This is an optimization exercise on Yosys and OpenROAD, whose aim is small area, a short achievable clock period and few clock cycles per item, not a production implementation.
The RTL was checked by simulation tests, not by an equivalence proof against the original design.
Power and IR drop assume default switching activity.

===== flow/run.sh =====
#!/bin/bash
# synth_recipe.tcl (not shown) runs the flow's synth.tcl, then flattens the netlist and writes it again
# the make line also repeats each setting of config.mk as NAME=value (left out here)
make -C /OpenROAD-flow-scripts/flow DESIGN_CONFIG=/design/flow/config.mk WORK_HOME=/design/flow/orfs CLKGATE_MAP_FILE= SYNTH_SCRIPT=/design/flow/synth_recipe.tcl finish

===== flow/config.mk =====
export PLATFORM = sky130hd
export DESIGN_NAME = rigid_body_drag_integrator
export DESIGN_NICKNAME = rigid_body_drag_integrator
export VERILOG_FILES = /design/flow/design.v
export SDC_FILE = /design/flow/constraint.sdc
export NUM_CORES = 4
export LEC_CHECK = 0
export CAP_MARGIN = 20
export CORE_MARGIN = 2
export CORE_UTILIZATION = 40
export SLEW_MARGIN = 20

===== flow/constraint.sdc =====
create_clock -name core_clock -period 13.0 [get_ports {i_clk}]
set_input_delay 2.6000 -clock core_clock [delete_from_list [all_inputs] [get_ports {i_clk}]]
set_output_delay 2.6000 -clock core_clock [all_outputs]
set_load 0.01 [all_outputs]

===== flow/design.v =====
package rbdi_pkg;
    localparam logic [40:0] CapVal    = 41'h100_0000_0000;
    localparam logic [31:0] DeadZone  = 32'd655;
    localparam logic [30:0] MassReset = 31'd65536;
    localparam logic [30:0] DragReset = 31'd65536;
endpackage
module rbdi_dp #(
    parameter int DS = 2
) (
    input  logic               i_clk,
    input  logic               i_rst_n,
    input  logic               i_in_valid,
    output logic               o_in_stall,
    input  logic [126:0]       i_in_req,
    output logic               o_out_valid,
    input  logic               i_out_stall,
    output logic [191:0]       o_out_req,
    input  logic               i_cfg_valid,
    input  logic               i_cfg_index,
    input  logic [31:0]        i_cfg_data
);
    localparam int D = 42 / DS;
    localparam logic [6:0] S_ACC  = 7'd9;
    localparam logic [6:0] S_DIV  = 7'd6;
    localparam logic [6:0] S_DV   = 7'(6 + D);
    localparam logic [6:0] S_LAST = 7'(8 + D);
    localparam logic [3:0] T_DSP  = 4'd7;
    localparam logic [3:0] T_END  = 4'd11;
    localparam logic [1:0] OP_SQ   = 2'd0;
    localparam logic [1:0] OP_K    = 2'd1;
    localparam logic [1:0] OP_DV   = 2'd2;
    localparam logic [1:0] OP_DISP = 2'd3;
    localparam logic [40:0] CAP = rbdi_pkg::CapVal;
    logic [2:0][31:0] r_vel;
    logic [2:0][31:0] r_disp;
    logic [30:0]      r_mass;        
    logic [30:0]      r_drag;
    logic             r_out_valid;
    logic [6:0]       r_step;
    logic [3:0]       r_tail;
    logic [30:0]      r_dt;
    logic [2:0][41:0] r_q;
    logic [2:0][30:0] r_rem;
    logic [2:0]       r_ovf;
    logic [2:0]       r_neg;
    logic             r_v1, r_v2;
    logic [1:0]       r_op1, r_op2;
    logic [1:0]       r_ax1, r_ax2;
    logic             r_fl1, r_fl2;
    logic [40:0]      r_ma;
    logic [30:0]      r_mb;
    logic [56:0]      r_pl;
    logic [55:0]      r_ph;
    assign o_out_req   = {r_vel[0], r_vel[1], r_vel[2], r_disp[0], r_disp[1], r_disp[2]};
    assign o_out_valid = r_out_valid;
    assign o_in_stall  = (r_step != S_ACC);
    logic       t_iss;         
    logic [1:0] t_ax;
    logic       f_want;        
    logic       f_go;          
    logic       w_abort;
    logic [6:0] n_step;
    assign t_iss = (r_tail >= T_DSP) && (r_tail <= T_DSP + 4'd2);
    assign t_ax  = 2'(r_tail - T_DSP);
    assign f_want  = (r_step <= 7'd5) || (r_step >= S_DV);
    assign w_abort = (r_step != 7'd0) && (r_step < S_ACC) && (!i_in_valid || i_cfg_valid);
    always_comb begin
        if (r_step == 7'd0) begin
            f_go = i_in_valid && !i_cfg_valid && !t_iss;
        end else if (r_step == S_DV) begin
            f_go = !r_out_valid && (r_tail == 4'd0);
        end else begin
            f_go = !(f_want && t_iss);
        end
    end
    always_comb begin
        if (w_abort) begin
            n_step = 7'd0;
        end else if (!f_go) begin
            n_step = r_step;
        end else if (r_step == S_LAST) begin
            n_step = 7'd0;
        end else begin
            n_step = r_step + 7'd1;
        end
    end
    logic       iss_v;
    logic [1:0] iss_op;
    logic [1:0] iss_ax;
    always_comb begin
        iss_v  = 1'b0;
        iss_op = OP_SQ;
        iss_ax = 2'd0;
        if (t_iss) begin
            iss_v  = 1'b1;
            iss_op = OP_DISP;
            iss_ax = t_ax;
        end else if (r_step <= 7'd2) begin
            iss_v  = f_go && !w_abort;
            iss_op = OP_SQ;
            iss_ax = r_step[1:0];
        end else if (r_step <= 7'd5) begin
            iss_v  = f_go && !w_abort;
            iss_op = OP_K;
            iss_ax = 2'(r_step - 7'd3);
        end else if (r_step >= S_DV) begin
            iss_v  = f_go;
            iss_op = OP_DV;
            iss_ax = 2'(r_step - S_DV);
        end
    end
    logic [2:0] div_en;
    logic [2:0] div_first;
    always_comb begin
        for (int a = 0; a < 3; a++) begin
            div_en[a]    = f_go && (r_step >= S_DIV + 7'(a)) && (r_step < S_DV + 7'(a));
            div_first[a] = f_go && (r_step == S_DIV + 7'(a));
        end
    end
    logic [31:0] w_x;
    logic [31:0] w_absx;
    logic [41:0] w_qs;
    logic [40:0] w_capq;
    logic [40:0] w_a;
    logic [30:0] w_b;
    logic        w_fl;
    assign w_x    = r_vel[iss_ax];
    assign w_absx = w_x[31] ? (32'd0 - w_x) : w_x;
    assign w_qs   = r_q[iss_ax];
    assign w_capq = (r_ovf[iss_ax] || w_qs[41] || (w_qs[40] && (w_qs[39:0] != '0))) ? CAP : w_qs[40:0];
    always_comb begin
        case (iss_op)
            OP_SQ: begin
                w_a  = {13'd0, w_absx[27:0]};
                w_b  = {3'd0, w_absx[27:0]};
                w_fl = (w_absx[31:28] != '0);
            end
            OP_K: begin
                w_a  = w_qs[40:0];
                w_b  = r_drag;
                w_fl = 1'b0;
            end
            OP_DV: begin
                w_a  = w_capq;
                w_b  = r_dt;
                w_fl = 1'b0;
            end
            default: begin
                w_a  = {9'd0, w_absx};
                w_b  = r_dt;
                w_fl = w_x[31];
            end
        endcase
    end
    logic [56:0] w_ph;
    logic [40:0] w_s;
    logic [40:0] w_d;
    logic [32:0] w_dvc;
    logic [31:0] w_disp;
    assign w_ph  = {1'b0, r_ph} + {16'd0, r_pl[56:16]};
    assign w_s   = r_fl2 ? CAP : w_ph[40:0];
    assign w_d   = ((w_ph[56:41] != '0) || (w_ph[40] && (w_ph[39:0] != '0))) ? CAP : w_ph[40:0];
    assign w_dvc = (w_ph[56:32] != '0) ? 33'h1_0000_0000 : w_ph[32:0];
    always_comb begin
        if (r_fl2) begin
            if ((w_ph[56:32] != '0) || (w_ph[31] && (w_ph[30:0] != '0))) begin
                w_disp = 32'h8000_0000;
            end else begin
                w_disp = 32'd0 - w_ph[31:0];
            end
        end else begin
            if (w_ph[56:31] != '0) begin
                w_disp = 32'h7FFF_FFFF;
            end else begin
                w_disp = w_ph[31:0];
            end
        end
    end
    logic signed [31:0] w_f;
    logic signed [42:0] w_fx;
    logic signed [42:0] w_dx;
    logic signed [42:0] w_net;
    logic signed [42:0] w_ndn;
    logic [42:0]        w_nm;
    logic [40:0]        w_n;
    always_comb begin
        case (r_ax2)
            2'd1:    w_f = i_in_req[63:32];
            2'd2:    w_f = i_in_req[31:0];
            default: w_f = i_in_req[95:64];
        endcase
    end
    assign w_fx  = $signed({{11{w_f[31]}}, w_f});
    assign w_dx  = r_vel[r_ax2][31] ? $signed(43'd0 - {2'b00, w_d}) : $signed({2'b00, w_d});
    assign w_net = w_fx - w_dx;
    assign w_ndn = w_dx - w_fx;
    assign w_nm  = w_net[42] ? $unsigned(w_ndn) : $unsigned(w_net);
    assign w_n   = ((w_nm[42:41] != '0) || (w_nm[40] && (w_nm[39:0] != '0))) ? CAP : w_nm[40:0];
    logic signed [31:0] w_v;
    logic signed [33:0] w_dv;
    logic signed [33:0] w_sum;
    logic [31:0]        w_nv;
    assign w_v   = r_vel[r_ax2];
    assign w_dv  = r_neg[r_ax2] ? $signed(34'd0 - {1'b0, w_dvc}) : $signed({1'b0, w_dvc});
    assign w_sum = $signed({{2{w_v[31]}}, w_v}) + w_dv;
    always_comb begin
        if ((w_sum >= -34'sd655) && (w_sum <= 34'sd655)) begin
            w_nv = 32'd0;
        end else if (w_sum > 34'sh0_7FFF_FFFF) begin
            w_nv = 32'h7FFF_FFFF;
        end else if (w_sum < -34'sh0_8000_0000) begin
            w_nv = 32'h8000_0000;
        end else begin
            w_nv = w_sum[31:0];
        end
    end
    logic [2:0][41:0] w_dq;
    logic [2:0][30:0] w_dr;
    always_comb begin
        for (int a = 0; a < 3; a++) begin
            logic [41:0] q;
            logic [30:0] r;
            logic [31:0] t;
            logic [32:0] s;
            q = r_q[a];
            r = r_rem[a];
            for (int k = 0; k < DS; k++) begin
                t = {r, q[41]};
                s = {1'b0, t} - {2'b00, r_mass};
                q = {q[40:0], !s[32]};
                r = s[32] ? t[30:0] : s[30:0];
            end
            w_dq[a] = q;
            w_dr[a] = r;
        end
    end
    always_ff @(posedge i_clk) begin
        if (!i_rst_n) begin
            r_mass      <= rbdi_pkg::MassReset;
            r_drag      <= rbdi_pkg::DragReset;
            r_vel       <= '0;
            r_out_valid <= 1'b0;
            r_step      <= 7'd0;
            r_tail      <= 4'd0;
            r_v1        <= 1'b0;
            r_v2        <= 1'b0;
        end else begin
            if (i_cfg_valid) begin
                if (i_cfg_index) begin
                    r_drag <= i_cfg_data[30:0];
                end else begin
                    r_mass <= (i_cfg_data[30:0] == '0) ? 31'd1 : i_cfg_data[30:0];
                end
            end
            for (int a = 0; a < 3; a++) begin
                if (r_v2 && r_op2 == OP_DV && r_ax2 == 2'(a)) begin
                    r_vel[a] <= w_nv;
                end
            end
            r_out_valid <= (r_tail == T_END) || (r_out_valid && i_out_stall);
            r_step      <= n_step;
            if (r_step == S_LAST && f_go) begin
                r_tail <= 4'd1;
            end else if (r_tail == T_END) begin
                r_tail <= 4'd0;
            end else if (r_tail != 4'd0) begin
                r_tail <= r_tail + 4'd1;
            end
            r_v1        <= iss_v;
            r_v2        <= r_v1 && !(w_abort && r_op1 != OP_DISP);
        end
    end
    always_ff @(posedge i_clk) begin
        if (r_step == S_ACC) begin
            r_dt <= i_in_req[126:96];
        end
        r_op1 <= iss_op;
        r_ax1 <= iss_ax;
        r_fl1 <= w_fl;
        r_ma  <= w_a;
        r_mb  <= w_b;
        r_op2 <= r_op1;
        r_ax2 <= r_ax1;
        r_fl2 <= r_fl1;
        r_pl  <= r_ma * r_mb[15:0];
        r_ph  <= r_ma * r_mb[30:16];
        for (int a = 0; a < 3; a++) begin
            if (r_v2 && r_ax2 == 2'(a)) begin
                case (r_op2)
                    OP_SQ: r_q[a] <= {1'b0, w_s};
                    OP_K: begin
                        r_rem[a] <= {16'd0, w_n[40:26]};
                        r_q[a]   <= {w_n[25:0], 16'd0};
                        r_neg[a] <= w_net[42];
                    end
                    OP_DISP: r_disp[a] <= w_disp;
                    default: ;
                endcase
            end
            if (div_en[a]) begin
                r_q[a]   <= w_dq[a];
                r_rem[a] <= w_dr[a];
            end
            if (div_first[a]) begin
                r_ovf[a] <= ({16'd0, r_rem[a][14:0]} >= r_mass);
            end
        end
    end
endmodule
module rigid_body_drag_integrator (
    input  logic               i_clk,
    input  logic               i_rst_n,
    input  logic               i_in_valid,
    output logic               o_in_stall,
    input  logic [126:0]       i_in_req,
    output logic               o_out_valid,
    input  logic               i_out_stall,
    output logic [191:0]       o_out_req,
    input  logic               i_cfg_valid,
    output logic               o_cfg_ready,
    input  logic               i_cfg_index,
    input  logic [31:0]        i_cfg_data
);
    assign o_cfg_ready = 1'b1;
    rbdi_dp u_dp (
        .i_clk       (i_clk),
        .i_rst_n     (i_rst_n),
        .i_in_valid  (i_in_valid),
        .o_in_stall  (o_in_stall),
        .i_in_req    (i_in_req),
        .o_out_valid (o_out_valid),
        .i_out_stall (i_out_stall),
        .o_out_req   (o_out_req),
        .i_cfg_valid (i_cfg_valid),
        .i_cfg_index (i_cfg_index),
        .i_cfg_data  (i_cfg_data)
    );
endmodule

==> results of run 1 <==
-- cell type report --
type                    instances  area, sq um  share of cell area, %
repair buffers                558         5080                   5.16
clock buffers                 111         2390                   2.42
inverters                    1097         4120                   4.18
diodes                          5         12.5                 0.0127
clock inverters                51          619                  0.628
multi-input cells            8072        65000                   66.0
flip-flops and latches        703        17600                   17.9
well taps                    2958         3700                   3.76
-- cell usage in the layout, fill, tap and decap left out, types with 201 or more instances in the layout --
cell type        synthesis  final
a21o_1                 252    252
a21oi_1                764    761
and2_1                 467    463
buf_4                    3    201
clkdlybuf4s50_1          0    356
dfxtp_1                351    340
edfxtp_1               352    352
fa_1                  1058   1058
ha_1                   649    648
inv_1                 1096   1095
nand2_1               1719   1714
nor2_1                 542    537
o21ai_0                576    574
xnor2_1                242    241
-- sequential cells by signal, summed over array words and instances, names as in the netlist, 3 cells and up --
| signal | count |
|---|---|
| u_dp.r_step | 7 |
| u_dp.r_dt | 31 |
| u_dp.r_neg | 3 |
| u_dp.r_tail | 4 |
| u_dp.r_rem | 93 |
| u_dp.r_mb | 31 |
| u_dp.r_pl | 41 |
| u_dp.r_drag | 31 |
| u_dp.r_q | 126 |
| u_dp.r_mass | 31 |
| u_dp.r_vel | 96 |
| u_dp.r_disp | 96 |
| u_dp.r_ovf | 3 |
| u_dp.r_ma | 41 |
| u_dp.r_ph | 56 |
-- worst max-delay path by stage --
stage	end	start	cells after the start	slack [ns]
after floorplan	u_dp.r_q[122]	u_dp.r_ph[0]	44	3.58
after global placement	u_dp.r_q[17]	u_dp.r_ph[0]	42	1.01
after detailed placement	u_dp.r_q[17]	u_dp.r_ph[5]	37	0.91
after CTS	u_dp.r_q[17]	u_dp.r_pl[16]	40	0.82
after global routing	u_dp.r_q[101]	u_dp.r_ph[0]	40	0.01
final	u_dp.r_q[81]	u_dp.r_pl[16]	39	0.72
-- cell families (layout without fill, tap and decap cells) --
group	Yosys count	in the layout
simple gates	3421	3421
compound gates	2383	2383
fa+ha+maj	1707	1707
buf+inv	1677	1817
flops	703	703
xor+xnor	394	394
mux	166	166
other cells	1	6
-- metrics by stage --
step	total power (W)	area (sq um)	util [%]
3_3_place_gp	0.00669	95500	43.4
6_report	0.00938	98600	44.8
3_5_place_dp	0.00671	95500	43.4
5_1_grt	0.00979	98500	44.8
4_1_cts	0.00932	98500	44.7
2_1_floorplan	0.00522	88800	-
-- worst reg2reg max path: cells and delay by family, from the launching register on --
family | cells | cell delay, ns
adder cells (fa/ha/maj) | 4 | 1.32
AND/OR/NAND/NOR | 16 | 4.79
XOR/XNOR | 1 | 0.42
flip-flops | 1 | 0.32
AO/OA/AOI/OAI | 14 | 4.66
buffers and inverters | 4 | 0.64
-- routing by layer --
layer  vias up  routed length (um)  global-route usage, %
met5         -                  92                      0
met4        14               16200                   12.4
met3       616               28000                   5.28
met2      3355              148000                   45.9
met1     38800              139000                   39.1
li1      35000                   -                      -
-- what timing repair did --
item	in CTS	in global routing
endpoints found under the setup margin	0	2
endpoints found under the hold margin	0	0
resized for setup	0	1
-- power groups by stage --
stage | clock network (W) | logic, W | registers, W
global route | 0.00272 | 0.00457 | 0.00249
global placement | 0 | 0.00415 | 0.00254
floorplan | 0 | 0.00271 | 0.00251
CTS | 0.00264 | 0.00419 | 0.00249
detailed placement | 0 | 0.00417 | 0.00254
finish | 0.00261 | 0.00427 | 0.00249
==> flow_summary.json, run 1 <==
{
  "hold_viol_final": 0,
  "synthArstFlopShare_pct": 0,
  "ff2ff_setup_slack_ns": 0.72,
  "holdCritStartpoint": "u_dp.r_ax1[1]",
  "remaining_drc_errors": 0,
  "die_w_um": 475,
  "areaGrowthSynthToFinish_pct": 11.0,
  "clockPowerShare_pct": 27.9,
  "synth_area_sq_um": 88800,
  "post-synth-top-count-cell": "nand2_1",
  "yosys.area.top_type": "fa_1",
  "cts_tree": "built",
  "first_global_vias": 78200,
  "synthCells": 10500,
  "worst_path_largest_cell_delay_ns": 0.64,
  "pwr-share-comb_pct": 45.6,
  "fin_nets": 12400,
  "boundaryPins": 360,
  "endpoint_kind": "flop",
  "power.density_nw_per_um2": 95.2,
  "die_y_um": 475,
  "antenna_found_initial": 19,
  "ys_ff_latch": 703,
  "ys_warn_count": 1,
  "cts_setup_buffers": 0,
  "synth_top_area_share_pct": 23.9,
  "insertion_delay_ns": 0.74,
  "slew_headroom_pct": 13.2,
  "cellLeakagePower_nw": 41.2,
  "path_delay_family": "simple AND/OR/NAND/NOR gates",
  "final_layout_size_suffix_gt1_share_pct": 4.71,
  "grt_pass1_wl_um": 497000,
  "place_ws_ns": 0.911,
  "final_cell_count_no_fill": 13600,
  "syn-num-nets": 12300,
  "initial_utilization_pct": 40.3,
  "rows": 172,
  "crit_arrival_ns": 12.86,
  "first_pass_iters": 6,
  "ys_types": 103,
  "synthMuxAreaShare_pct": 1.93,
  "p_sw_w": 0.00409,
  "avgRoutedWirePerCell_um": 24.4,
  "portBuffers": 357,
  "fmax_mhz": 81.4,
  "synth_flop_cell": "edfxtp_1",
  "min_path_type": "flop to flop",
  "path_clk_slew_ns": 0.06,
  "clock-root-buffer": "clkbuf_16",
  "slowest_stage": "or4_1",
  "drt-total-wl_um": 331000,
  "viasPerCell": 5.74,
  "initialDrtViolationCount": 7234,
  "rsz0062_at_grt": "false",
  "rr_endpoint": "u_dp.r_q[81]",
  "dieArea_sq_um": 226000,
  "p_int_w": 0.00529,
  "yosys.area_share.adder_pct": 33.0,
  "status": "finished clean",
  "ant_nets": 0,
  "setup_tns_ns": 0,
  "setup_viol": 0,
  "ys_seq_area_share_pct": 19.8,
  "htree_levels": 3,
  "slew_violations": 0,
  "dp_hpwl_um": 257000,
  "synthTopCellsByArea": "fa_1, edfxtp_1, ha_1, dfxtp_1, nand2_1",
  "peakVddDrop_v": 0.000102,
  "holdPathStages": 0,
  "critPathRequiredTime_ns": 13.58,
  "globalplace.congestion": 0.977,
  "grt_usage_pct": 29.1,
  "rr_worst_depth": 39,
  "synthXorXnorAreaFrac_pct": 3.89,
  "r2r-start": "u_dp.r_pl[16]",
  "whs_ns": 0.327,
  "crit_fanout": 29,
  "synth-compound-area-share_pct": 16.6,
  "hold_buffers": 0,
  "skew_ns": 0.0409,
  "period_needed_ns": 12.28,
  "core_sq_um": 220000,
  "crit_path_start_kind": "flop",
  "swShare_pct": 43.6,
  "synthSimpleGateAreaFrac_pct": 17.6,
  "syn_area_per_cell_sq_um": 8.50,
  "critPathKind": "flop to flop",
  "num_vias": 77800,
  "cts_max_path_buffers": 3,
  "fin_ws_ns": 0.716,
  "cp.buffers_inverters": 4,
  "placedCellCount": 13400,
  "max_slew.worst_pin.slew_ns": 1.29,
  "pwr-share-seq_pct": 26.6,
  "synth-edff-count": 352,
  "cts.sinks": 703,
  "num-fill-cells": 21400,
  "final.period_utilization_pct": 94.5,
  "grt_max_degree": 102,
  "cts_buffers": 86,
  "min_to": "u_dp.r_ax2[1]",
  "synth_top_family_by_area": "adder cells",
  "synthTopCellsByCount": "nand2_1, inv_1, fa_1, a21oi_1, ha_1",
  "drv_cap": 0,
  "grt_remaining_overflow": 0
}
Testbench counts, summed over its fixed seeds: cycles 72,288, items 2,400.
==> run 2: changes to the inputs <==
--- a/flow/design.v
+++ b/flow/design.v
@@ -19,7 +19,7 @@
     input  logic               i_cfg_index,
     input  logic [31:0]        i_cfg_data
 );
-    localparam int D = 42 / DS;
+    localparam int D = 22 / DS;    
     localparam logic [6:0] S_ACC  = 7'd9;
     localparam logic [6:0] S_DIV  = 7'd6;
     localparam logic [6:0] S_DV   = 7'(6 + D);
@@ -34,12 +34,13 @@
     logic [2:0][31:0] r_vel;
     logic [2:0][31:0] r_disp;
     logic [30:0]      r_mass;        
+    logic [32:0]      r_mass3;       
     logic [30:0]      r_drag;
     logic             r_out_valid;
     logic [6:0]       r_step;
     logic [3:0]       r_tail;
     logic [30:0]      r_dt;
-    logic [2:0][41:0] r_q;
+    logic [2:0][43:0] r_q;
     logic [2:0][30:0] r_rem;
     logic [2:0]       r_ovf;
     logic [2:0]       r_neg;
@@ -49,8 +50,8 @@
     logic             r_fl1, r_fl2;
     logic [40:0]      r_ma;
     logic [30:0]      r_mb;
-    logic [56:0]      r_pl;
-    logic [55:0]      r_ph;
+    logic [71:0]      w_prod;
+    logic [55:0]      r_p;           
     assign o_out_req   = {r_vel[0], r_vel[1], r_vel[2], r_disp[0], r_disp[1], r_disp[2]};
     assign o_out_valid = r_out_valid;
     assign o_in_stall  = (r_step != S_ACC);
@@ -119,7 +120,7 @@
     end
     logic [31:0] w_x;
     logic [31:0] w_absx;
-    logic [41:0] w_qs;
+    logic [43:0] w_qs;
     logic [40:0] w_capq;
     logic [40:0] w_a;
     logic [30:0] w_b;
@@ -127,7 +128,7 @@
     assign w_x    = r_vel[iss_ax];
     assign w_absx = w_x[31] ? (32'd0 - w_x) : w_x;
     assign w_qs   = r_q[iss_ax];
-    assign w_capq = (r_ovf[iss_ax] || w_qs[41] || (w_qs[40] && (w_qs[39:0] != '0))) ? CAP : w_qs[40:0];
+    assign w_capq = (r_ovf[iss_ax] || (w_qs[43:41] != '0) || (w_qs[40] && (w_qs[39:0] != '0))) ? CAP : w_qs[40:0];
     always_comb begin
         case (iss_op)
             OP_SQ: begin
@@ -152,24 +153,25 @@
             end
         endcase
     end
-    logic [56:0] w_ph;
+    logic [55:0] w_ph;
     logic [40:0] w_s;
     logic [40:0] w_d;
     logic [32:0] w_dvc;
     logic [31:0] w_disp;
-    assign w_ph  = {1'b0, r_ph} + {16'd0, r_pl[56:16]};
+    assign w_prod = {31'd0, r_ma} * {41'd0, r_mb};
+    assign w_ph   = r_p;
     assign w_s   = r_fl2 ? CAP : w_ph[40:0];
-    assign w_d   = ((w_ph[56:41] != '0) || (w_ph[40] && (w_ph[39:0] != '0))) ? CAP : w_ph[40:0];
-    assign w_dvc = (w_ph[56:32] != '0) ? 33'h1_0000_0000 : w_ph[32:0];
+    assign w_d   = ((w_ph[55:41] != '0) || (w_ph[40] && (w_ph[39:0] != '0))) ? CAP : w_ph[40:0];
+    assign w_dvc = (w_ph[55:32] != '0) ? 33'h1_0000_0000 : w_ph[32:0];
     always_comb begin
         if (r_fl2) begin
-            if ((w_ph[56:32] != '0) || (w_ph[31] && (w_ph[30:0] != '0))) begin
+            if ((w_ph[55:32] != '0) || (w_ph[31] && (w_ph[30:0] != '0))) begin
                 w_disp = 32'h8000_0000;
             end else begin
                 w_disp = 32'd0 - w_ph[31:0];
             end
         end else begin
-            if (w_ph[56:31] != '0) begin
+            if (w_ph[55:31] != '0) begin
                 w_disp = 32'h7FFF_FFFF;
             end else begin
                 w_disp = w_ph[31:0];
@@ -214,29 +216,45 @@
             w_nv = w_sum[31:0];
         end
     end
-    logic [2:0][41:0] w_dq;
+    logic [2:0][43:0] w_dq;
     logic [2:0][30:0] w_dr;
     always_comb begin
         for (int a = 0; a < 3; a++) begin
-            logic [41:0] q;
+            logic [43:0] q;
             logic [30:0] r;
-            logic [31:0] t;
-            logic [32:0] s;
+            logic [32:0] t;
+            logic [33:0] s1, s2, s3;
             q = r_q[a];
             r = r_rem[a];
             for (int k = 0; k < DS; k++) begin
-                t = {r, q[41]};
-                s = {1'b0, t} - {2'b00, r_mass};
-                q = {q[40:0], !s[32]};
-                r = s[32] ? t[30:0] : s[30:0];
+                t  = {r, q[43:42]};
+                s1 = {1'b0, t} - {3'b000, r_mass};
+                s2 = {1'b0, t} - {2'b00, r_mass, 1'b0};
+                s3 = {1'b0, t} - {1'b0, r_mass3};
+                if (!s3[33]) begin
+                    q = {q[41:0], 2'd3};
+                    r = s3[30:0];
+                end else if (!s2[33]) begin
+                    q = {q[41:0], 2'd2};
+                    r = s2[30:0];
+                end else if (!s1[33]) begin
+                    q = {q[41:0], 2'd1};
+                    r = s1[30:0];
+                end else begin
+                    q = {q[41:0], 2'd0};
+                    r = t[30:0];
+                end
             end
             w_dq[a] = q;
             w_dr[a] = r;
         end
     end
+    logic [30:0] w_mass;
+    assign w_mass = (i_cfg_data[30:0] == '0) ? 31'd1 : i_cfg_data[30:0];
     always_ff @(posedge i_clk) begin
         if (!i_rst_n) begin
             r_mass      <= rbdi_pkg::MassReset;
+            r_mass3     <= 33'(rbdi_pkg::MassReset) * 33'd3;
             r_drag      <= rbdi_pkg::DragReset;
             r_vel       <= '0;
             r_out_valid <= 1'b0;
@@ -249,7 +267,8 @@
                 if (i_cfg_index) begin
                     r_drag <= i_cfg_data[30:0];
                 end else begin
-                    r_mass <= (i_cfg_data[30:0] == '0) ? 31'd1 : i_cfg_data[30:0];
+                    r_mass  <= w_mass;
+                    r_mass3 <= {2'b00, w_mass} + {1'b0, w_mass, 1'b0};
                 end
             end
             for (int a = 0; a < 3; a++) begin
@@ -282,15 +301,14 @@
         r_op2 <= r_op1;
         r_ax2 <= r_ax1;
         r_fl2 <= r_fl1;
-        r_pl  <= r_ma * r_mb[15:0];
-        r_ph  <= r_ma * r_mb[30:16];
+        r_p   <= w_prod[71:16];
         for (int a = 0; a < 3; a++) begin
             if (r_v2 && r_ax2 == 2'(a)) begin
                 case (r_op2)
-                    OP_SQ: r_q[a] <= {1'b0, w_s};
+                    OP_SQ: r_q[a] <= {3'b000, w_s};
                     OP_K: begin
-                        r_rem[a] <= {16'd0, w_n[40:26]};
-                        r_q[a]   <= {w_n[25:0], 16'd0};
+                        r_rem[a] <= {18'd0, w_n[40:28]};
+                        r_q[a]   <= {w_n[27:0], 16'd0};
                         r_neg[a] <= w_net[42];
                     end
                     OP_DISP: r_disp[a] <= w_disp;
@@ -302,7 +320,7 @@
                 r_rem[a] <= w_dr[a];
             end
             if (div_first[a]) begin
-                r_ovf[a] <= ({16'd0, r_rem[a][14:0]} >= r_mass);
+                r_ovf[a] <= ({18'd0, r_rem[a][12:0]} >= r_mass);
             end
         end
     end
==> flow_summary.json, run 2 <==
{
  "status": "finished clean",
  "dieArea_sq_um": 279000,
  "grt_pass1_wl_um": 607000,
  "slowest_stage": "nor3_1",
  "cts.sinks": 700,
  "initial_utilization_pct": 40.2,
  "crit_fanout": 71,
  "first_pass_iters": 8,
  "period_needed_ns": 11.83,
  "final_area_sq_um": 120000,
  "remaining_drc_errors": 0,
  "slew_violations": 0,
  "critPathKind": "flop to flop",
  "layout.area.seq_sq_um": 17600,
  "final_layout_size_suffix_gt1_share_pct": 4.15,
  "timing.critical_path.mode_cell": "nand2_1",
  "globalplace.congestion": 0.963,
  "synthCells": 13500,
  "post-synth-top-count-cell": "nand2_1",
  "cts_setup_buffers": 0,
  "postPlaceCellArea_sq_um": 117000,
  "synthTopCellsByCount": "nand2_1, inv_1, fa_1, ha_1, o21ai_0",
  "ys_warn_count": 1,
  "post_cts_resized": 0,
  "num-fill-cells": 27500,
  "ant_nets": 0,
  "rsz0062_at_grt": "false",
  "largest_reg_flops": 132,
  "min_path_type": "flop to flop",
  "hold_viol_final": 0,
  "power.density_nw_per_um2": 102,
  "crit_arrival_ns": 12.41,
  "final.period_utilization_pct": 91.0,
  "boundaryPins": 360,
  "crit_path_start_kind": "flop",
  "yosys.area.top_type": "fa_1",
  "syn-num-nets": 15800,
  "largest-register": "u_dp.r_q",
  "areaGrowthSynthToFinish_pct": 9.59,
  "worst_path_largest_cell_delay_ns": 0.65,
  "portBuffers": 357,
  "synth_area_sq_um": 110000,
  "fmax_mhz": 84.6,
  "setup_tns_ns": 0,
  "hold_buffers": 0,
  "path_clk_slew_ns": 0.06,
  "ys_ff_latch": 700,
  "synthArstFlopShare_pct": 0,
  "cts_max_path_buffers": 3,
  "final_cell_mix": "nand2_1, inv_1, fa_1, ha_1, a21oi_1",
  "clock-root-buffer": "clkbuf_16",
  "max_slew.worst_pin.slew_ns": 1.27,
  "multiInputGateArea_sq_um": 84200,
  "syn_area_per_cell_sq_um": 8.15,
  "peakVddDrop_v": 0.000353,
  "synthTopCellsByArea": "fa_1, ha_1, edfxtp_1, nand2_1, dfxtp_1",
  "grt_remaining_overflow": 0,
  "endpoint_kind": "flop",
  "setup_viol": 0,
  "first_global_vias": 94500,
  "placedCellCount": 17000,
  "rows": 192,
  "insertion_delay_ns": 0.78,
  "grt_max_degree": 82,
  "synth_top_area_share_pct": 20.9,
  "fin_util_pct": 44.0,
  "drt-total-wl_um": 405000,
  "die_y_um": 528,
  "skew_ns": 0.0552,
  "avgRoutedWirePerCell_um": 23.6,
  "synth_flop_cell": "edfxtp_1",
  "num_vias": 99100,
  "layout_commonest_cell": "nand2_1",
  "dp_hpwl_um": 320000,
  "synth-edff-count": 358,
  "antenna_found_initial": 39,
  "die_w_um": 528,
  "slew_headroom_pct": 14.9,
  "drv_cap": 0,
  "critPathRequiredTime_ns": 13.58,
  "cts_tree": "built",
  "reg_top3": "u_dp.r_q x132, u_dp.r_disp x96, u_dp.r_vel x96",
  "cellLeakagePower_nw": 51.8,
  "ys_seq_area_share_pct": 16.0,
  "cts_buffers": 87,
  "ys_types": 101,
  "final_cell_count_no_fill": 17200,
  "grt_usage_pct": 28.5,
  "viasPerCell": 5.77,
  "initialDrtViolationCount": 10100,
  "core_sq_um": 273000,
  "htree_levels": 3,
  "fin_nets": 15800
}
run 2: cell count changes after synthesis, moves of 138 or more:
cell | previous run | this run
xnor2_1 | 242 | 394
inv_1 | 1096 | 1543
and2_1 | 467 | 304
o21ai_0 | 576 | 871
ha_1 | 649 | 1028
nor2_1 | 542 | 680
nand2_1 | 1719 | 2173
a21o_1 | 252 | 401
run 2: kinds of logic after synthesis:
group                      count (synthesis)  share of synthesized area (%)
muxes                                    212                           1.97
and+or+nand+nor                         4143                           17.0
buffers and inverters                   2209                           7.63
other                                      1                        0.00341
xor gates and xnor gates                 652                           5.21
adders and majority gates               2176                           32.6
DFF                                      700                           16.0
AOI/OAI and AO/OA                       3386                           19.6
run 2: per-layer routing:
layer | track usage, % | up-vias | part of all wire [%] | wire length [um]
met2 | 41.7 | 4368 | 41 | 168000
met5 | 0 | - | 0.031 | 124
li1 | - | 45800 | - | -
met3 | 6.01 | 653 | 9.7 | 39400
met4 | 11.9 | 24 | 4.7 | 19200
met1 | 40.5 | 48300 | 44 | 179000
run 2: report_power, final:
part | switching [W] | internal [W] | leakage (nW)
clock | 0.00115 | 0.00145 | 1.42
combinational | 0.00475 | 0.00235 | 44.3
sequential | 0.0000844 | 0.00245 | 6.03
total | 0.00599 | 0.00625 | 51.8
run 2: critical path: cells and delay by family (launching register included):
kind,cells,cell delay [ns]
adder cells (fa/ha/maj),2,0.89
AO/OA/AOI/OAI,10,3.28
flip-flops,1,0.48
XOR/XNOR,1,0.31
buffers and inverters,3,1.33
AND/OR/NAND/NOR,15,5.29
run 2: worst paths after layout:
path / from / end / slack [ns] / cells past startpoint
max: u_dp.r_p[3] / u_dp.r_q[17] / 1.17 / 31
min: u_dp.r_ax1[0] / u_dp.r_ax2[0] / 0.33 / 0
max reg2reg: u_dp.r_p[3] / u_dp.r_q[17] / 1.17 / 31
min reg2reg: u_dp.r_ax1[0] / u_dp.r_ax2[0] / 0.33 / 0
run 2: cell type report:
type / count / area share [%]
diodes: 13 / 0.0270
clock buffers: 122 / 2.02
clock inverters: 42 / 0.444
inverters: 1546 / 4.82
multi-input cells: 10600 / 69.9
flip-flops and latches: 700 / 14.6
well taps: 3589 / 3.73
repair buffers: 586 / 4.39
run 2: metrics by stage:
stage | total power [W] | hold WS [ns] | worst slack, ns
4_1_cts | 0.0121 | 0.328 | 1.45
3_3_place_gp | 0.00951 | 0.310 | 1.68
6_report | 0.0122 | 0.328 | 1.17
2_1_floorplan | 0.00733 | 0.310 | 4.58
5_1_grt | 0.0129 | 0.338 | 0.587
3_5_place_dp | 0.00953 | 0.315 | 1.51
Testbench counts of run 2, summed over its fixed seeds: cycles 48,288, items 2,400.
==> run 3: changes to the inputs <==
--- a/flow/design.v
+++ b/flow/design.v
@@ -52,6 +52,8 @@
     logic [30:0]      r_mb;
     logic [71:0]      w_prod;
     logic [55:0]      r_p;           
+    logic signed [32:0] r_h;         
+    logic             r_hv;          
     assign o_out_req   = {r_vel[0], r_vel[1], r_vel[2], r_disp[0], r_disp[1], r_disp[2]};
     assign o_out_valid = r_out_valid;
     assign o_in_stall  = (r_step != S_ACC);
@@ -155,14 +157,10 @@
     end
     logic [55:0] w_ph;
     logic [40:0] w_s;
-    logic [40:0] w_d;
-    logic [32:0] w_dvc;
     logic [31:0] w_disp;
     assign w_prod = {31'd0, r_ma} * {41'd0, r_mb};
     assign w_ph   = r_p;
     assign w_s   = r_fl2 ? CAP : w_ph[40:0];
-    assign w_d   = ((w_ph[55:41] != '0) || (w_ph[40] && (w_ph[39:0] != '0))) ? CAP : w_ph[40:0];
-    assign w_dvc = (w_ph[55:32] != '0) ? 33'h1_0000_0000 : w_ph[32:0];
     always_comb begin
         if (r_fl2) begin
             if ((w_ph[55:32] != '0) || (w_ph[31] && (w_ph[30:0] != '0))) begin
@@ -178,35 +176,52 @@
             end
         end
     end
-    logic signed [31:0] w_f;
-    logic signed [42:0] w_fx;
-    logic signed [42:0] w_dx;
-    logic signed [42:0] w_net;
-    logic signed [42:0] w_ndn;
-    logic [42:0]        w_nm;
+    logic signed [31:0] w_f1;
+    logic signed [32:0] w_h1;
+    logic               w_dcap;
+    logic signed [43:0] w_y;
+    logic signed [43:0] w_yn;
+    logic [43:0]        w_ym;
     logic [40:0]        w_n;
+    logic               w_neg;
     always_comb begin
-        case (r_ax2)
-            2'd1:    w_f = i_in_req[63:32];
-            2'd2:    w_f = i_in_req[31:0];
-            default: w_f = i_in_req[95:64];
+        case (r_ax1)
+            2'd1:    w_f1 = i_in_req[63:32];
+            2'd2:    w_f1 = i_in_req[31:0];
+            default: w_f1 = i_in_req[95:64];
         endcase
     end
-    assign w_fx  = $signed({{11{w_f[31]}}, w_f});
-    assign w_dx  = r_vel[r_ax2][31] ? $signed(43'd0 - {2'b00, w_d}) : $signed({2'b00, w_d});
-    assign w_net = w_fx - w_dx;
-    assign w_ndn = w_dx - w_fx;
-    assign w_nm  = w_net[42] ? $unsigned(w_ndn) : $unsigned(w_net);
-    assign w_n   = ((w_nm[42:41] != '0) || (w_nm[40] && (w_nm[39:0] != '0))) ? CAP : w_nm[40:0];
+    assign w_h1 = r_vel[r_ax1][31] ? -$signed({w_f1[31], w_f1}) : $signed({w_f1[31], w_f1});
+    assign w_dcap = (w_ph[55:41] != '0) || (w_ph[40] && (w_ph[39:0] != '0));
+    assign w_y    = $signed({{11{r_h[32]}}, r_h}) - $signed({3'b000, w_ph[40:0]});
+    assign w_yn   = $signed({3'b000, w_ph[40:0]}) - $signed({{11{r_h[32]}}, r_h});
+    assign w_ym   = w_y[43] ? $unsigned(w_yn) : $unsigned(w_y);
+    always_comb begin
+        if (w_dcap) begin
+            w_n   = r_h[32] ? CAP : (CAP - {8'd0, r_h});
+            w_neg = !r_hv;
+        end else begin
+            w_n   = ((w_ym[43:41] != '0) || (w_ym[40] && (w_ym[39:0] != '0))) ? CAP : w_ym[40:0];
+            w_neg = r_hv ? (!w_y[43] && (w_y != '0)) : w_y[43];
+        end
+    end
     logic signed [31:0] w_v;
-    logic signed [33:0] w_dv;
+    logic               w_dneg;
+    logic               w_dbig;
+    logic [33:0]        w_dvx;
+    logic [34:0]        w_sum1;
     logic signed [33:0] w_sum;
     logic [31:0]        w_nv;
-    assign w_v   = r_vel[r_ax2];
-    assign w_dv  = r_neg[r_ax2] ? $signed(34'd0 - {1'b0, w_dvc}) : $signed({1'b0, w_dvc});
-    assign w_sum = $signed({{2{w_v[31]}}, w_v}) + w_dv;
+    assign w_v    = r_vel[r_ax2];
+    assign w_dneg = r_neg[r_ax2];
+    assign w_dbig = (w_ph[55:32] != '0);
+    assign w_dvx  = {2'b00, w_ph[31:0]} ^ {34{w_dneg}};
+    assign w_sum1 = {w_v[31], w_v[31], w_v, 1'b1} + {w_dvx, w_dneg};
+    assign w_sum  = $signed(w_sum1[34:1]);
     always_comb begin
-        if ((w_sum >= -34'sd655) && (w_sum <= 34'sd655)) begin
+        if (w_dbig) begin
+            w_nv = w_dneg ? 32'h8000_0000 : 32'h7FFF_FFFF;
+        end else if ((w_sum >= -34'sd655) && (w_sum <= 34'sd655)) begin
             w_nv = 32'd0;
         end else if (w_sum > 34'sh0_7FFF_FFFF) begin
             w_nv = 32'h7FFF_FFFF;
@@ -302,6 +317,8 @@
         r_ax2 <= r_ax1;
         r_fl2 <= r_fl1;
         r_p   <= w_prod[71:16];
+        r_h   <= w_h1;
+        r_hv  <= r_vel[r_ax1][31];
         for (int a = 0; a < 3; a++) begin
             if (r_v2 && r_ax2 == 2'(a)) begin
                 case (r_op2)
@@ -309,7 +326,7 @@
                     OP_K: begin
                         r_rem[a] <= {18'd0, w_n[40:28]};
                         r_q[a]   <= {w_n[27:0], 16'd0};
-                        r_neg[a] <= w_net[42];
+                        r_neg[a] <= w_neg;
                     end
                     OP_DISP: r_disp[a] <= w_disp;
                     default: ;
--- a/flow/config.mk
+++ b/flow/config.mk
@@ -8,4 +8,5 @@
 export CAP_MARGIN = 20
 export CORE_MARGIN = 2
 export CORE_UTILIZATION = 40
+export SETUP_SLACK_MARGIN = 5
 export SLEW_MARGIN = 20
==> flow_summary.json, run 3 <==
{
  "ys_types": 109,
  "boundaryPins": 360,
  "final.period_utilization_pct": 63.7,
  "skew_ns": 0.0974,
  "peakVddDrop_v": 0.000123,
  "clock-root-buffer": "clkbuf_16",
  "cts_buffers": 91,
  "ys_ff_latch": 734,
  "initial_utilization_pct": 40.1,
  "remaining_drc_errors": 0,
  "first_global_vias": 100000,
  "cts_max_path_buffers": 3,
  "critPathKind": "flop to flop",
  "rows": 194,
  "grt_pass1_wl_um": 667000,
  "grt_usage_pct": 31.2,
  "ys_warn_count": 1,
  "synth_area_sq_um": 112000,
  "htree_levels": 3,
  "initialDrtViolationCount": 10900,
  "synthArstFlopShare_pct": 0,
  "grt_max_degree": 90,
  "hold_buffers": 0,
  "crit_path_start_kind": "flop",
  "cp.buffers_inverters": 8,
  "grt_remaining_overflow": 0,
  "synthTopCellsByArea": "fa_1, ha_1, edfxtp_1, dfxtp_1, nand2_1",
  "drv_cap": 0,
  "power.density_nw_per_um2": 97.0,
  "final_layout_size_suffix_gt1_share_pct": 8.81,
  "dieArea_sq_um": 284000,
  "antenna_found_initial": 38,
  "die_y_um": 533,
  "rr_worst_depth": 31,
  "status": "finished clean",
  "syn-num-nets": 16000,
  "portBuffers": 357,
  "crit_fanout": 5,
  "synth_top_area_share_pct": 20.5,
  "rsz0062_at_grt": "true",
  "whs_ns": 0.341,
  "synthTopCellsByCount": "nand2_1, inv_1, fa_1, a21oi_1, ha_1",
  "core_sq_um": 279000,
  "cellLeakagePower_nw": 54.7,
  "critPathRequiredTime_ns": 13.62,
  "slowest_stage": "fa_1",
  "holdPathStages": 0,
  "globalplace.congestion": 0.988,
  "ant_nets": 0,
  "hold_viol_final": 0,
  "max_slew.worst_pin.slew_ns": 1.19,
  "min_path_type": "flop to flop",
  "post-synth-top-count-cell": "nand2_1",
  "largest-register": "u_dp.r_q",
  "reg_top3": "u_dp.r_q x132, u_dp.r_disp x96, u_dp.r_vel x96",
  "num-fill-cells": 27300,
  "largest_reg_flops": 132,
  "setup_tns_ns": 0,
  "ys_seq_area_share_pct": 16.4,
  "avgRoutedWirePerCell_um": 25.8,
  "final_cell_mix": "nand2_1, inv_1, fa_1, a21oi_1, ha_1",
  "yosys.area.top_type": "fa_1",
  "slew_headroom_pct": 20.0,
  "viasPerCell": 5.92,
  "fin_nets": 16400,
  "slew_violations": 0,
  "cp.depth": 31,
  "path_clk_slew_ns": 0.06,
  "period_needed_ns": 8.28,
  "crit_arrival_ns": 8.89,
  "insertion_delay_ns": 0.83,
  "path_delay_family": "adder cells",
  "synthCells": 13700,
  "synth-edff-count": 358,
  "dp_hpwl_um": 342000,
  "areaGrowthSynthToFinish_pct": 16.1,
  "ff2ff_setup_slack_ns": 4.72,
  "fmax_mhz": 121,
  "synth_flop_cell": "dfxtp_1",
  "worst_path_largest_cell_delay_ns": 0.60,
  "die_w_um": 533,
  "first_pass_iters": 8,
  "cts.sinks": 734,
  "endpoint_kind": "flop",
  "cts_tree": "built",
  "syn_area_per_cell_sq_um": 8.17,
  "timing.critical_path.mode_cell": "fa_1",
  "drt-total-wl_um": 461000,
  "setup_viol": 0,
  "num_vias": 106000,
  "layout_commonest_cell": "nand2_1"
}
-- run 3: cell count changes after synthesis, sizes merged, moves of 80 or more --
| cell | change |
|---|---|
| nand2 | -308 |
| a21oi | +193 |
| and2 | +132 |
| o21ai | -92 |
| xnor2 | +82 |
| a21o | -80 |
| nor2 | +80 |
-- run 3: area by class of cell --
class / instances / area [sq um] / area share, %
multi-input combinational: 10700 / 87200 / 67.2
antenna: 22 / 55.1 / 0.0424
clock inverter: 53 / 604 / 0.466
inverter: 1529 / 5770 / 4.45
sequential: 734 / 18500 / 14.2
timing repair buffer: 939 / 10400 / 8.05
tap: 3724 / 4660 / 3.59
clock buffer: 118 / 2500 / 1.93
-- run 3: metrics by stage --
stage / cells / utilization [%] / instance area, sq um / worst slack, ns / power, W
finish: 17800 / 46.6 / 130000 / 4.72 / 0.0126
CTS: 17700 / 45.8 / 128000 / 4.77 / 0.0122
global route: 17800 / 46.5 / 130000 / 4.59 / 0.0131
global placement: 17300 / 42.9 / 120000 / 2.40 / 0.00924
floorplan: 13700 / - / 112000 / 5.06 / 0.00712
detailed placement: 17300 / 42.9 / 120000 / 2.29 / 0.00923
-- run 3: cell families after synthesis --
family | count (synthesis) | share of synthesized area (%)
flops | 734 | 16.4
compound gates | 3515 | 19.8
simple gates | 4178 | 17.3
mux | 144 | 1.31
buf+inv | 2218 | 7.53
other cells | 1 | 0.00335
fa+ha+maj | 2174 | 32.0
xor+xnor | 713 | 5.59
-- run 3: worst paths after layout --
path	endpoint	from
max reg2reg	u_dp.r_p[52]	u_dp.r_ma[11]
min reg2reg	u_dp.r_fl2	u_dp.r_fl1
min	u_dp.r_fl2	u_dp.r_fl1
max	u_dp.r_p[52]	u_dp.r_ma[11]
-- run 3: routing by layer --
| metal | vias up | GRT usage [%] | wire length [um] |
|---|---|---|---|
| li1 | 47600 | - | - |
| met1 | 51900 | 41.8 | 189000 |
| met2 | 5235 | 46.3 | 195000 |
| met3 | 1012 | 7.83 | 49100 |
| met4 | 30 | 15.8 | 27700 |
| met5 | - | 0 | 201 |
-- run 3: repair_timing --
item	4_1_cts	5_1_grt
resized for setup	453	272
pin swaps	90	111
setup endpoints to repair	145	163
endpoints found under the hold margin	0	0
gates cloned	42	11
buffers inserted	195	81
-- run 3: power breakdown --
group	switching [W]	internal (W)
clock network	0.00119	0.00149
logic	0.00458	0.00248
registers	0.000240	0.00262
total	0.00601	0.00658
Testbench counts of run 3, summed over its fixed seeds: cycles 48,288, items 2,400.

==> re-timing with driven ports <==
How much do the figures lean on ideal ports? The routed layouts below were timed once more, with nothing changed but the port constraints.
Step 1 assumes that a clkbuf_16 drives the clock port and a buf_2 every other input.
Step 2 adds t to the input delays and takes it off the output delays; t is the mean of the earliest and latest rising clock arrival at the registers after step 1. Input paths then give back, and output paths get back, about the clock's delay inside the block.
Slacks: ideal ports / drivers / drivers and shift; pairs: ideal ports / drivers.
| run | t, ns | setup WS [ns] | clock arrival spread, ns |
|---|---|---|---|
| run 1 | 0.808 | 0.716 / 0.716 / 0.716 | 0.041 / 0.041 |
| run 2 | 0.838 | 1.173 / 1.173 / 1.173 | 0.056 / 0.057 |
| run 3 | 0.869 | 4.724 / 4.724 / 4.497 | 0.098 / 0.097 |
After both steps every run listed still meets setup and hold. For run 3, which loses most, drivers alone change the setup slack by 0.000 ns; drivers and shift together by -0.227 ns.
